From an optimization exercise on the open Yosys and OpenROAD flow, aimed at small area, a short achievable clock period and few clock cycles; shortcuts taken in it are not production practice. The RTL was checked by simulation tests, not by an equivalence proof against the original design.

==> inputs of sierra <==
==> flow/design.v <==
package cdiv_pkg;
  localparam int NUM_W = 16;   
  localparam int DEN_W = 8;    
endpackage
import cdiv_pkg::*;
module complex_divider
(
  input  logic             clk,
  input  logic             rst_n,
  input  logic             in_valid,
  output logic             in_ready,
  input  logic [NUM_W-1:0] num_real,
  input  logic [NUM_W-1:0] num_imag,
  input  logic [DEN_W-1:0] den_real,
  input  logic [DEN_W-1:0] den_imag,
  output logic             out_valid,
  input  logic             out_ready,
  output logic [NUM_W-1:0] quo_real,
  output logic [NUM_W-1:0] quo_imag,
  output logic             div_zero,
  output logic             sat
);
  localparam logic [15:0] ROWREG = 16'hFFFF;
  logic adv;
  assign in_ready = adv;
  logic               v0;
  logic signed [15:0] nr, ni;
  logic signed [7:0]  dr, di;
  always_ff @(posedge clk or negedge rst_n) begin
    if (!rst_n)   v0 <= 1'b0;
    else if (adv) v0 <= in_valid;
  end
  always_ff @(posedge clk) begin
    if (adv) begin
      nr <= num_real;
      ni <= num_imag;
      dr <= den_real;
      di <= den_imag;
    end
  end
  logic signed [4:0]  drl, dil;
  logic signed [3:0]  drh, dih;
  logic signed [20:0] pl_c, ph_c, ql_c, qh_c;
  logic        [15:0] d_c;
  assign drl  = {1'b0, dr[3:0]};
  assign dil  = {1'b0, di[3:0]};
  assign drh  = dr[7:4];
  assign dih  = di[7:4];
  assign pl_c = nr * drl + ni * dil;
  assign ph_c = nr * drh + ni * dih;
  assign ql_c = ni * drl - nr * dil;
  assign qh_c = ni * drh - nr * dih;
  assign d_c  = 16'(dr * dr + di * di);
  logic signed [20:0] pl_q, ph_q, ql_q, qh_q;
  logic        [15:0] d1_q;
  logic               v1;
  always_ff @(posedge clk or negedge rst_n) begin
    if (!rst_n)   v1 <= 1'b0;
    else if (adv) v1 <= v0;
  end
  always_ff @(posedge clk) begin
    if (adv) begin
      pl_q <= pl_c;
      ph_q <= ph_c;
      ql_q <= ql_c;
      qh_q <= qh_c;
      d1_q <= d_c;
    end
  end
  logic signed [24:0] p_s, q_s;
  logic        [15:0] d_s;
  logic               v_s;
  always_ff @(posedge clk or negedge rst_n) begin
    if (!rst_n)   v_s <= 1'b0;
    else if (adv) v_s <= v1;
  end
  always_ff @(posedge clk) begin
    if (adv) begin
      p_s <= 25'(pl_q) + (25'(ph_q) <<< 4);
      q_s <= 25'(ql_q) + (25'(qh_q) <<< 4);
      d_s <= d1_q;
    end
  end
  logic [16:0][15:0] rr0, rr1;
  logic [16:0][15:0] zz0, zz1;
  logic [16:0]       sg0, sg1, ov0, ov1, vv;
  logic [16:0][15:0] dd;
  logic [23:0] pa, qa;
  assign pa = p_s[24] ? 24'(-p_s) : p_s[23:0];
  assign qa = q_s[24] ? 24'(-q_s) : q_s[23:0];
  assign rr0[0] = {8'd0, pa[23:16]};
  assign rr1[0] = {8'd0, qa[23:16]};
  assign zz0[0] = pa[15:0];
  assign zz1[0] = qa[15:0];
  assign sg0[0] = p_s[24];
  assign sg1[0] = q_s[24];
  assign ov0[0] = {8'd0, pa[23:16]} >= d_s;
  assign ov1[0] = {8'd0, qa[23:16]} >= d_s;
  assign dd[0]  = d_s;
  assign vv[0]  = v_s;
  genvar r;
  for (r = 0; r < 16; r++) begin : g_row
    localparam int RW = (r + 9 < 16) ? r + 9 : 16;   
    logic [RW-1:0] t0, t1;
    logic [16:0]   s0, s1;
    logic          b0, b1;
    logic [15:0]   n0, n1, m0, m1;
    assign t0 = {rr0[r][RW-2:0], zz0[r][15]};
    assign t1 = {rr1[r][RW-2:0], zz1[r][15]};
    assign s0 = 17'(t0) - {1'b0, dd[r]};
    assign s1 = 17'(t1) - {1'b0, dd[r]};
    assign b0 = ~s0[16];
    assign b1 = ~s1[16];
    assign n0 = b0 ? 16'(s0[RW-1:0]) : 16'(t0);
    assign n1 = b1 ? 16'(s1[RW-1:0]) : 16'(t1);
    assign m0 = {zz0[r][14:0], b0};
    assign m1 = {zz1[r][14:0], b1};
    if (ROWREG[r]) begin : g_reg
      localparam int OW = (RW < 15) ? RW : 15;       
      logic [OW-1:0] rq0, rq1;
      logic [15:0]   zq0, zq1, dq;
      logic          sq0, sq1, oq0, oq1, vq;
      always_ff @(posedge clk or negedge rst_n) begin
        if (!rst_n)   vq <= 1'b0;
        else if (adv) vq <= vv[r];
      end
      always_ff @(posedge clk) begin
        if (adv) begin
          rq0 <= n0[OW-1:0];
          rq1 <= n1[OW-1:0];
          zq0 <= m0;
          zq1 <= m1;
          sq0 <= sg0[r];
          sq1 <= sg1[r];
          oq0 <= ov0[r];
          oq1 <= ov1[r];
          dq  <= dd[r];
        end
      end
      assign rr0[r+1] = 16'(rq0);
      assign rr1[r+1] = 16'(rq1);
      assign zz0[r+1] = zq0;
      assign zz1[r+1] = zq1;
      assign sg0[r+1] = sq0;
      assign sg1[r+1] = sq1;
      assign ov0[r+1] = oq0;
      assign ov1[r+1] = oq1;
      assign dd[r+1]  = dq;
      assign vv[r+1]  = vq;
    end else begin : g_comb
      assign rr0[r+1] = n0;
      assign rr1[r+1] = n1;
      assign zz0[r+1] = m0;
      assign zz1[r+1] = m1;
      assign sg0[r+1] = sg0[r];
      assign sg1[r+1] = sg1[r];
      assign ov0[r+1] = ov0[r];
      assign ov1[r+1] = ov1[r];
      assign dd[r+1]  = dd[r];
      assign vv[r+1]  = vv[r];
    end
  end
  function automatic logic [16:0] sign_sat(input logic [15:0] mag,
                                           input logic ovf, input logic neg);
    logic [16:0] res;
    if (!neg) begin
      if (ovf || mag[15])                  res = {1'b1, 16'h7FFF};
      else                                 res = {1'b0, mag};
    end else begin
      if (ovf || (mag[15] && |mag[14:0]))  res = {1'b1, 16'h8000};
      else                                 res = {1'b0, 16'(-mag)};
    end
    sign_sat = res;
  endfunction
  logic [16:0] f0, f1;
  logic        fdz;
  logic [33:0] res_c;
  assign f0    = sign_sat(zz0[16], ov0[16], sg0[16]);
  assign f1    = sign_sat(zz1[16], ov1[16], sg1[16]);
  assign fdz   = (dd[16] == 16'd0);
  assign res_c = fdz ? {32'd0, 1'b1, 1'b0}
                     : {f0[15:0], f1[15:0], 1'b0, f0[16] | f1[16]};
  logic        arrive, take;
  logic [1:0]  cnt, cnt_nxt;
  logic [33:0] skid;
  assign arrive = adv && vv[16];
  assign take   = out_valid && out_ready;
  always_comb begin
    cnt_nxt = cnt;
    case ({arrive, take})
      2'b10:   cnt_nxt = cnt + 2'd1;
      2'b01:   cnt_nxt = cnt - 2'd1;
      default: cnt_nxt = cnt;
    endcase
  end
  always_ff @(posedge clk or negedge rst_n) begin
    if (!rst_n) begin
      cnt       <= 2'd0;
      out_valid <= 1'b0;
      adv       <= 1'b1;
    end else begin
      cnt       <= cnt_nxt;
      out_valid <= (cnt_nxt != 2'd0);
      adv       <= (cnt_nxt != 2'd2);
    end
  end
  logic head_load, head_from_skid, skid_load;
  assign head_from_skid = (cnt == 2'd2);
  assign head_load      = (cnt == 2'd0) || take;
  assign skid_load      = arrive && (cnt == 2'd1) && !take;
  always_ff @(posedge clk) begin
    if (head_load && (head_from_skid || arrive))
      {quo_real, quo_imag, div_zero, sat} <= head_from_skid ? skid : res_c;
    if (skid_load)
      skid <= res_c;
  end
endmodule
==> flow/run.sh <==
#!/bin/bash
# synth_recipe.tcl (not shown) runs the flow's synth.tcl, then flattens the netlist and writes it again
# the make line also repeats each setting of config.mk as NAME=value (left out here)
make -C /OpenROAD-flow-scripts/flow DESIGN_CONFIG=/design/flow/config.mk WORK_HOME=/design/flow/orfs CLKGATE_MAP_FILE= SYNTH_SCRIPT=/design/flow/synth_recipe.tcl finish
==> flow/config.mk <==
export PLATFORM = sky130hd
export DESIGN_NAME = complex_divider
export DESIGN_NICKNAME = complex_divider
export VERILOG_FILES = /design/flow/design.v
export SDC_FILE = /design/flow/constraint.sdc
export NUM_CORES = 4
export LEC_CHECK = 0
export CAP_MARGIN = 20
export CORE_MARGIN = 2
export CORE_UTILIZATION = 40
export SETUP_SLACK_MARGIN = 5
export SLEW_MARGIN = 20
==> flow/constraint.sdc <==
create_clock -name core_clock -period 9.0 [get_ports {clk}]
set_input_delay 1.8000 -clock core_clock [delete_from_list [all_inputs] [get_ports {clk}]]
set_output_delay 1.8000 -clock core_clock [all_outputs]
set_load 0.01 [all_outputs]
==> inputs of delta, as changes to sierra <==
--- a/flow/config.mk
+++ b/flow/config.mk
@@ -10,3 +10,2 @@
 export CORE_UTILIZATION = 40
-export SETUP_SLACK_MARGIN = 5
 export SLEW_MARGIN = 20
==> metrics.yaml <==
global_routing:
  use_met3: 0.0214
layout:
  stdcell_area_sq_um: 107000
  n_all_buffers: 156
  layout.nonclk_buf_frac: 0.0137
run_status:
  status: "timing/DRC/antenna clean"
sta:
  final.min_clock_period_ns: 6.65
critical_path:
  timing.rr.start: "di[1]"
  cp-startpoint: "di[1]"
cts:
  post_cts_buffers: 0
That was delta.
==> metrics.yaml <==
layout:
  layout.nonclk_buf_frac: 0.0426
  n_all_buffers: 455
critical_path:
  cp-startpoint: "dr[2]"
  timing.rr.start: "dr[2]"
global_routing:
  use_met3: 0.0239
  top_usage_layer: "met2"
sta:
  rsz0062_at_grt: "yes"
  final.min_clock_period_ns: 5.69
floorplan:
  initial_utilization: 0.401
cts:
  post_cts_buffers: 214
run_status:
  status: "timing/DRC/antenna clean"
That was sierra.
Testbench counts of sierra, summed over its fixed seeds: cycles 2,560.
Testbench counts of delta, summed over its fixed seeds: cycles 2,560.

==> static timing again, ports no longer ideal <==
How much do the figures lean on ideal ports? The routed layouts below were timed once more, with nothing changed but the port constraints.
Step 1 sets driving cells, clkbuf_16 on the clock port and buf_2 on the other inputs (assumed; they add their load-dependent delay and slew).
Step 2 also shifts input and output timing later by t, the mid clock arrival at the registers, as if the neighbouring blocks saw the same clock.
Slacks: ideal / step 1 / step 2; pairs: ideal / step 1.
run	shift t [ns]	slack for setup (ns)	worst setup path after step 2
sierra	0.891	3.311 / 3.311 / 3.311	register to register
delta	0.891	2.346 / 2.346 / 2.346	register to register
After both steps setup and hold are still met in every run listed.
